This is an optimization exercise on Yosys and OpenROAD, whose aim is small area, not a production implementation.
Only simulation tests tie the RTL to the original design; equivalence was not proved.
Power and IR drop assume default switching activity.

==> build 52 <==
==> flow/design.v <==
package rf_shell_pkg;
  localparam int unsigned EccDataW  = 32;
  localparam int unsigned EccCheckW = 7;
  typedef logic [4:0]                    reg_addr_t;
  typedef logic [EccDataW-1:0]           reg_data_t;
  typedef logic [EccCheckW-1:0]          reg_ecc_t;
  typedef logic [EccCheckW+EccDataW-1:0] reg_word_t;
  typedef struct packed {
    logic        software;
    logic        timer;
    logic        external;
    logic [14:0] fast;
    logic        nm;
  } irq_t;
  typedef struct packed {
    logic      we;
    reg_addr_t waddr;
    reg_word_t wdata;
  } rf_wr_t;
  function automatic logic [EccCheckW-2:0] ecc_column(int unsigned idx);
    logic [EccCheckW-2:0] col;
    int unsigned          seen;
    col  = '0;
    seen = 0;
    for (int unsigned v = 3; v < 64; v = v + 1) begin
      if ($countones(6'(v)) >= 2) begin
        if (seen == idx) begin
          col = 6'(v);
        end
        seen = seen + 1;
      end
    end
    ecc_column = col;
  endfunction
endpackage
`timescale 1ns/10ps
module sleep_ctrl (
  input  logic                  clk_i,
  input  logic                  rst_ni,
  input  logic                  test_en_i,
  input  logic                  fetch_enable_i,
  input  logic                  core_busy_i,
  input  logic                  debug_req_i,
  input  rf_shell_pkg::irq_t    irq_i,
  output logic                  core_en_o,
  output logic                  core_sleep_o
);
  logic fetch_enable_q;
  logic core_busy_q;
  logic irq_pending;
  logic clock_en;
  always_ff @(posedge clk_i or negedge rst_ni) begin
    if (!rst_ni) begin
      fetch_enable_q <= 1'b0;
    end else if (fetch_enable_i) begin
      fetch_enable_q <= 1'b1;
    end
  end
  always_ff @(posedge clk_i or negedge rst_ni) begin
    if (!rst_ni) begin
      core_busy_q <= 1'b0;
    end else begin
      core_busy_q <= core_busy_i;
    end
  end
  assign irq_pending = irq_i.software | irq_i.timer | irq_i.external |
                       (|irq_i.fast) | irq_i.nm;
  assign clock_en     = fetch_enable_q & (core_busy_q | debug_req_i | irq_pending);
  assign core_sleep_o = ~clock_en;
  assign core_en_o = clock_en | test_en_i;
endmodule
`timescale 1ns/10ps
module register_file_ff #(
  parameter int unsigned EntryW = 34
) (
  input  logic              clk_i,
  input  logic              rst_ni,
  input  logic              we_i,
  input  logic [4:0]        waddr_i,
  input  logic [EntryW-1:0] wdata_i,
  input  logic [4:0]        raddr_a_i,
  input  logic [4:0]        raddr_b_i,
  output logic [EntryW-1:0] rdata_a_o,
  output logic [EntryW-1:0] rdata_b_o
);
  logic [EntryW-1:0] entry_q [32];
  logic [31:1]       valid_q;
  logic [31:1]       we_dec;
  logic [31:1]       sel_a, sel_b;
  for (genvar i = 1; i < 32; i++) begin : gen_regs
    assign we_dec[i] = we_i & (waddr_i == 5'(i));
    always_ff @(posedge clk_i or negedge rst_ni) begin
      if (!rst_ni) begin
        valid_q[i] <= 1'b0;
      end else if (we_dec[i]) begin
        valid_q[i] <= 1'b1;
      end
    end
    always_ff @(posedge clk_i) begin
      if (we_dec[i]) begin
        entry_q[i] <= wdata_i;
      end
    end
    assign sel_a[i] = valid_q[i] & (raddr_a_i == 5'(i));
    assign sel_b[i] = valid_q[i] & (raddr_b_i == 5'(i));
  end
  always_comb begin
    rdata_a_o = '0;
    rdata_b_o = '0;
    for (int unsigned i = 1; i < 32; i++) begin
      rdata_a_o = rdata_a_o | (entry_q[i] & {EntryW{sel_a[i]}});
      rdata_b_o = rdata_b_o | (entry_q[i] & {EntryW{sel_b[i]}});
    end
  end
endmodule
`timescale 1ns/10ps
module rf_ecc_check (
  input  rf_shell_pkg::reg_word_t  rdata_i,
  output rf_shell_pkg::reg_data_t  rdata_o,
  output logic                     err_single_o,
  output logic                     err_double_o
);
  localparam int unsigned DataW  = rf_shell_pkg::EccDataW;
  localparam int unsigned CheckW = rf_shell_pkg::EccCheckW;
  localparam int unsigned SyndW  = CheckW - 1;
  rf_shell_pkg::reg_data_t data;
  rf_shell_pkg::reg_ecc_t  check;
  logic [SyndW-1:0]        contrib [DataW];
  logic [SyndW-1:0]        syndrome;
  logic [DataW-1:0]        flip;
  logic                    parity;
  logic                    syndrome_nz;
  assign data  = rdata_i[DataW-1:0];
  assign check = rdata_i[DataW +: CheckW];
  for (genvar i = 0; i < DataW; i++) begin : gen_col
    localparam logic [SyndW-1:0] Col = rf_shell_pkg::ecc_column(i);
    assign contrib[i] = Col & {SyndW{data[i]}};
  end
  always_comb begin
    syndrome = check[SyndW-1:0];
    for (int unsigned i = 0; i < DataW; i++) begin
      syndrome = syndrome ^ contrib[i];
    end
  end
  assign parity      = ^{check, data};
  assign syndrome_nz = |syndrome;
  for (genvar i = 0; i < DataW; i++) begin : gen_flip
    localparam logic [SyndW-1:0] Col = rf_shell_pkg::ecc_column(i);
    assign flip[i] = parity & (syndrome == Col);
  end
  assign rdata_o = data ^ flip;
  assign err_single_o = parity;
  assign err_double_o = ~parity & syndrome_nz;
endmodule
`timescale 1ns/10ps
module rf_shell_top (
  input  logic        clk_i,
  input  logic        rst_ni,
  input  logic        test_en_i,
  input  logic        fetch_enable_i,
  input  logic        core_busy_i,
  input  logic        debug_req_i,
  input  logic [18:0] irq_i,
  input  logic [44:0] rf_wr_i,
  input  logic [4:0]  rf_raddr_a_i,
  input  logic [4:0]  rf_raddr_b_i,
  output logic [31:0] rf_rdata_a_o,
  output logic [31:0] rf_rdata_b_o,
  output logic        alert_minor_o,
  output logic        alert_major_o,
  output logic        core_sleep_o
);
  logic                    core_en;
  rf_shell_pkg::irq_t      irq;
  rf_shell_pkg::rf_wr_t    rf_wr;
  rf_shell_pkg::reg_data_t wdata_dec;
  logic                    wsingle, wdouble;
  logic [33:0]             entry_a, entry_b;
  assign irq   = rf_shell_pkg::irq_t'(irq_i);
  assign rf_wr = rf_shell_pkg::rf_wr_t'(rf_wr_i);
  sleep_ctrl u_sleep_ctrl (
    .clk_i          (clk_i),
    .rst_ni         (rst_ni),
    .test_en_i      (test_en_i),
    .fetch_enable_i (fetch_enable_i),
    .core_busy_i    (core_busy_i),
    .debug_req_i    (debug_req_i),
    .irq_i          (irq),
    .core_en_o      (core_en),
    .core_sleep_o   (core_sleep_o)
  );
  rf_ecc_check u_check_w (
    .rdata_i      (rf_wr.wdata),
    .rdata_o      (wdata_dec),
    .err_single_o (wsingle),
    .err_double_o (wdouble)
  );
  register_file_ff #(
    .EntryW (34)
  ) u_register_file (
    .clk_i     (clk_i),
    .rst_ni    (rst_ni),
    .we_i      (core_en & rf_wr.we),
    .waddr_i   (rf_wr.waddr),
    .wdata_i   ({wdouble, wsingle, wdata_dec}),
    .raddr_a_i (rf_raddr_a_i),
    .raddr_b_i (rf_raddr_b_i),
    .rdata_a_o (entry_a),
    .rdata_b_o (entry_b)
  );
  assign rf_rdata_a_o  = entry_a[31:0];
  assign rf_rdata_b_o  = entry_b[31:0];
  assign alert_minor_o = entry_a[32] | entry_b[32];
  assign alert_major_o = entry_a[33] | entry_b[33];
endmodule
==> flow/run.sh <==
#!/bin/bash
# synth_recipe.tcl (not shown) runs the flow's synth.tcl, then flattens the netlist and writes it again
# the make line also repeats each setting of config.mk as NAME=value (left out here)
make -C /OpenROAD-flow-scripts/flow DESIGN_CONFIG=/design/flow/config.mk WORK_HOME=/design/flow/orfs CLKGATE_MAP_FILE= SYNTH_SCRIPT=/design/flow/synth_recipe.tcl finish
==> flow/config.mk <==
export PLATFORM = sky130hd
export DESIGN_NAME = rf_shell_top
export DESIGN_NICKNAME = rf_shell_top
export VERILOG_FILES = /design/flow/design.v
export SDC_FILE = /design/flow/constraint.sdc
export NUM_CORES = 8
export LEC_CHECK = 0
export CAP_MARGIN = 20
export CORE_MARGIN = 2
export CORE_UTILIZATION = 30
export SLEW_MARGIN = 20
==> flow/constraint.sdc <==
create_clock -name core_clock -period 13.0 [get_ports {clk_i}]
set_input_delay 2.6000 -clock core_clock [delete_from_list [all_inputs] [get_ports {clk_i}]]
set_output_delay 2.6000 -clock core_clock [all_outputs]
set_load 0.01 [all_outputs]
==> inputs of build 56, as changes to build 52 <==
==> flow/design.v, changed modules only <==
module register_file_ff #(
  parameter int unsigned EntryW = 34
) (
  input  logic              clk_i,
  input  logic              rst_ni,
  input  logic              we_i,
  input  logic [4:0]        waddr_i,
  input  logic [EntryW-1:0] wdata_i,
  input  logic [4:0]        raddr_a_i,
  input  logic [4:0]        raddr_b_i,
  output logic [EntryW-1:0] rdata_a_o,
  output logic [EntryW-1:0] rdata_b_o
);
  logic [EntryW-1:0] entry_q [32];
  logic [31:1]       valid_q;
  logic [31:1]       we_dec;
  logic [31:1]       sel_a, sel_b;
  logic              phase_q;
  logic [EntryW-1:0] wdata_ph;
  logic              flip_a, flip_b;
  always_ff @(posedge clk_i or negedge rst_ni) begin
    if (!rst_ni) begin
      phase_q <= 1'b0;
    end else begin
      phase_q <= ~phase_q;
    end
  end
  assign wdata_ph = wdata_i ^ {EntryW{phase_q}};
  for (genvar i = 1; i < 32; i++) begin : gen_regs
    assign we_dec[i] = we_i & (waddr_i == 5'(i));
    always_ff @(posedge clk_i or negedge rst_ni) begin
      if (!rst_ni) begin
        valid_q[i] <= 1'b0;
      end else if (we_dec[i]) begin
        valid_q[i] <= 1'b1;
      end
    end
    rf_row #(
      .Width (EntryW)
    ) u_row (
      .clk_i   (clk_i),
      .write_i (we_dec[i]),
      .hold_i  (~we_dec[i]),
      .wdata_i (wdata_ph),
      .q_o     (entry_q[i])
    );
    assign sel_a[i] = valid_q[i] & (raddr_a_i == 5'(i));
    assign sel_b[i] = valid_q[i] & (raddr_b_i == 5'(i));
  end
  assign flip_a = phase_q & (|sel_a);
  assign flip_b = phase_q & (|sel_b);
  for (genvar b = 0; b < EntryW; b++) begin : gen_rd
    logic [31:1] col;
    for (genvar i = 1; i < 32; i++) begin : gen_col
      assign col[i] = entry_q[i][b];
    end
    rf_rd_bit u_rd_a (
      .d_i    (col),
      .sel_i  (sel_a),
      .flip_i (flip_a),
      .q_o    (rdata_a_o[b])
    );
    rf_rd_bit u_rd_b (
      .d_i    (col),
      .sel_i  (sel_b),
      .flip_i (flip_b),
      .q_o    (rdata_b_o[b])
    );
  end
endmodule
module rf_row #(
  parameter int unsigned Width = 34
) (
  input  logic             clk_i,
  input  logic             write_i,
  input  logic             hold_i,
  input  logic [Width-1:0] wdata_i,
  output logic [Width-1:0] q_o
);
  for (genvar b = 0; b < Width; b++) begin : gen_bits
    rf_bit u_bit (
      .clk_i   (clk_i),
      .write_i (write_i),
      .hold_i  (hold_i),
      .wdata_i (wdata_i[b]),
      .q_o     (q_o[b])
    );
  end
endmodule
module rf_bit (
  input  logic clk_i,
  input  logic write_i,
  input  logic hold_i,
  input  logic wdata_i,
  output logic q_o
);
  always_ff @(posedge clk_i) begin
    q_o <= ~((q_o | write_i) & (wdata_i | hold_i));
  end
endmodule
module rf_rd_bit (
  input  logic [31:1] d_i,
  input  logic [31:1] sel_i,
  input  logic        flip_i,
  output logic        q_o
);
  logic [10:0] grp_n;
  for (genvar g = 0; g < 10; g++) begin : gen_grp
    rf_aoi3 u_aoi (
      .d_i   (d_i[3*g+1 +: 3]),
      .sel_i (sel_i[3*g+1 +: 3]),
      .y_no  (grp_n[g])
    );
  end
  logic [2:0] part;
  assign grp_n[10] = ~(d_i[31] & sel_i[31]);
  rf_nand #(.N(4)) u_part0 (.a_i(grp_n[3:0]),  .y_o(part[0]));
  rf_nand #(.N(4)) u_part1 (.a_i(grp_n[7:4]),  .y_o(part[1]));
  rf_nand #(.N(3)) u_part2 (.a_i(grp_n[10:8]), .y_o(part[2]));
  rf_or3_xor u_out (
    .a_i    (part),
    .flip_i (flip_i),
    .y_o    (q_o)
  );
endmodule
module rf_aoi3 (
  input  logic [2:0] d_i,
  input  logic [2:0] sel_i,
  output logic       y_no
);
  assign y_no = ~|(d_i & sel_i);
endmodule
module rf_nand #(
  parameter int unsigned N = 4
) (
  input  logic [N-1:0] a_i,
  output logic         y_o
);
  assign y_o = ~&a_i;
endmodule
module rf_or3_xor (
  input  logic [2:0] a_i,
  input  logic       flip_i,
  output logic       y_o
);
  logic any;
  rf_or3 u_or (
    .a_i (a_i),
    .y_o (any)
  );
  assign y_o = any ^ flip_i;
endmodule
module rf_or3 (
  input  logic [2:0] a_i,
  output logic       y_o
);
  assign y_o = |a_i;
endmodule
==> flow/flow/run.sh (new file) <==
#!/bin/bash
# Standard ORFS layout with two changes: port buffers use the smallest
# buffer, and clock tree synthesis builds small leaf clusters of clkbuf_8
# without dummy loads.
set -euo pipefail
export BUFFER_PORTS_ARGS="-buffer_cell sky130_fd_sc_hd__buf_1"
export CTS_ARGS="-sink_clustering_enable -repair_clock_nets -dont_use_dummy_load -buf_list sky130_fd_sc_hd__clkbuf_8 -sink_clustering_size 18 -sink_clustering_max_diameter 50"
bash standard.sh > standard.log 2>&1
==> flow/standard.sh (new file) <==
#!/bin/bash
# synth_recipe.tcl (not shown) runs the flow's synth.tcl, then flattens the netlist and writes it again
# the make line also repeats each setting of config.mk as NAME=value (left out here)
make -C /OpenROAD-flow-scripts/flow DESIGN_CONFIG=/design/flow/config.mk WORK_HOME=/design/flow/orfs CLKGATE_MAP_FILE= SYNTH_SCRIPT=/design/flow/synth_recipe.tcl "${@:-finish}"
Settings changed: CORE_UTILIZATION 30 to 60, SYNTH_HIERARCHICAL set to 1.
removed: flow/run.sh
==> inputs of trial 15, as changes to build 52 <==
==> flow/design.v, changed modules only <==
module register_file_ff #(
  parameter bit RV32E = 1'b0
) (
  input  logic                     clk_i,
  input  logic                     rst_ni,
  input  logic                     en_i,
  input  rf_shell_pkg::rf_wr_t     wr_i,
  input  rf_shell_pkg::reg_addr_t  raddr_a_i,
  input  rf_shell_pkg::reg_addr_t  raddr_b_i,
  output rf_shell_pkg::reg_word_t  rdata_a_o,
  output rf_shell_pkg::reg_word_t  rdata_b_o
);
  localparam int unsigned NumRegs = RV32E ? 16 : 32;
  rf_shell_pkg::reg_word_t rf_reg [32];
  logic [NumRegs-1:1]      we_dec;
  always_comb begin
    for (int unsigned i = 1; i < NumRegs; i++) begin
      we_dec[i] = en_i & wr_i.we & (wr_i.waddr == rf_shell_pkg::reg_addr_t'(i));
    end
  end
  assign rf_reg[0] = '0;
  for (genvar i = 1; i < 32; i++) begin : gen_regs
    if (i < NumRegs) begin : gen_ff
      rf_shell_pkg::reg_word_t word_q;
      always_ff @(posedge clk_i or negedge rst_ni) begin
        if (!rst_ni) begin
          word_q <= '0;
        end else if (we_dec[i]) begin
          word_q <= wr_i.wdata;
        end
      end
      assign rf_reg[i] = word_q;
    end else begin : gen_absent
      assign rf_reg[i] = '0;
    end
  end
  assign rdata_a_o = rf_reg[raddr_a_i];
  assign rdata_b_o = rf_reg[raddr_b_i];
endmodule
module rf_shell_top #(
  parameter bit RV32E = 1'b0
) (
  input  logic        clk_i,
  input  logic        rst_ni,
  input  logic        test_en_i,
  input  logic        fetch_enable_i,
  input  logic        core_busy_i,
  input  logic        debug_req_i,
  input  logic [18:0] irq_i,
  input  logic [44:0] rf_wr_i,
  input  logic [4:0]  rf_raddr_a_i,
  input  logic [4:0]  rf_raddr_b_i,
  output logic [31:0] rf_rdata_a_o,
  output logic [31:0] rf_rdata_b_o,
  output logic        alert_minor_o,
  output logic        alert_major_o,
  output logic        core_sleep_o
);
  logic                    core_en;
  rf_shell_pkg::irq_t      irq;
  rf_shell_pkg::rf_wr_t    rf_wr;
  rf_shell_pkg::reg_word_t rdata_a_ecc;
  rf_shell_pkg::reg_word_t rdata_b_ecc;
  logic                    err_single_a, err_single_b;
  logic                    err_double_a, err_double_b;
  assign irq   = rf_shell_pkg::irq_t'(irq_i);
  assign rf_wr = rf_shell_pkg::rf_wr_t'(rf_wr_i);
  sleep_ctrl u_sleep_ctrl (
    .clk_i          (clk_i),
    .rst_ni         (rst_ni),
    .test_en_i      (test_en_i),
    .fetch_enable_i (fetch_enable_i),
    .core_busy_i    (core_busy_i),
    .debug_req_i    (debug_req_i),
    .irq_i          (irq),
    .core_en_o      (core_en),
    .core_sleep_o   (core_sleep_o)
  );
  register_file_ff #(
    .RV32E (RV32E)
  ) u_register_file (
    .clk_i     (clk_i),
    .rst_ni    (rst_ni),
    .en_i      (core_en),
    .wr_i      (rf_wr),
    .raddr_a_i (rf_raddr_a_i),
    .raddr_b_i (rf_raddr_b_i),
    .rdata_a_o (rdata_a_ecc),
    .rdata_b_o (rdata_b_ecc)
  );
  rf_ecc_check u_check_a (
    .rdata_i      (rdata_a_ecc),
    .rdata_o      (rf_rdata_a_o),
    .err_single_o (err_single_a),
    .err_double_o (err_double_a)
  );
  rf_ecc_check u_check_b (
    .rdata_i      (rdata_b_ecc),
    .rdata_o      (rf_rdata_b_o),
    .err_single_o (err_single_b),
    .err_double_o (err_double_b)
  );
  assign alert_minor_o = err_single_a | err_single_b;
  assign alert_major_o = err_double_a | err_double_b;
endmodule
==> notes <==
Between build 52 and trial 15, the lower sequential power is in build 52 (gap 23%, measured against trial 15).
Of build 52 and trial 15, build 52 has the higher sequential share of layout area (gap 20 points).
Between build 56 and build 52, the lower clock power is in build 56 (gap about 43%, measured against build 52).
Core utilization: trial 15 < build 52 < build 56.
Against build 52, the final area of build 56 is lower by about 16%.
Die area: trial 15 is higher than build 52 (40%).

-- separate check: timing with driven ports --
In the flow no input, the clock included, has a driving cell. The finished layouts below were timed again as built, in two steps.
Step 1, drivers: a clkbuf_16 drives clk_i and a buf_2 each remaining input, both assumed.
Step 2 moves the port delays by t, midway between the first and last clock arrival at a register: inputs arrive t later, outputs are due t later. That takes back most of the time a late clock gives input paths.
Three values: no drivers, after step 1, after step 2; two values: the first two.
run	t, ns	slack for setup (ns)	worst setup path after step 2	worst slew at a driven data input, ns
build 52	0.773	3.378 / 3.333 / 3.333	input to output	0.06
build 56	0.784	3.884 / 3.849 / 3.849	input to output	0.12
trial 15	0.929	0.317 / 0.294 / 0.294	input to output	0.39
After both steps every run listed still meets setup and hold. For build 52, which loses most, drivers alone change the setup slack by -0.045 ns; drivers and shift together by -0.045 ns.
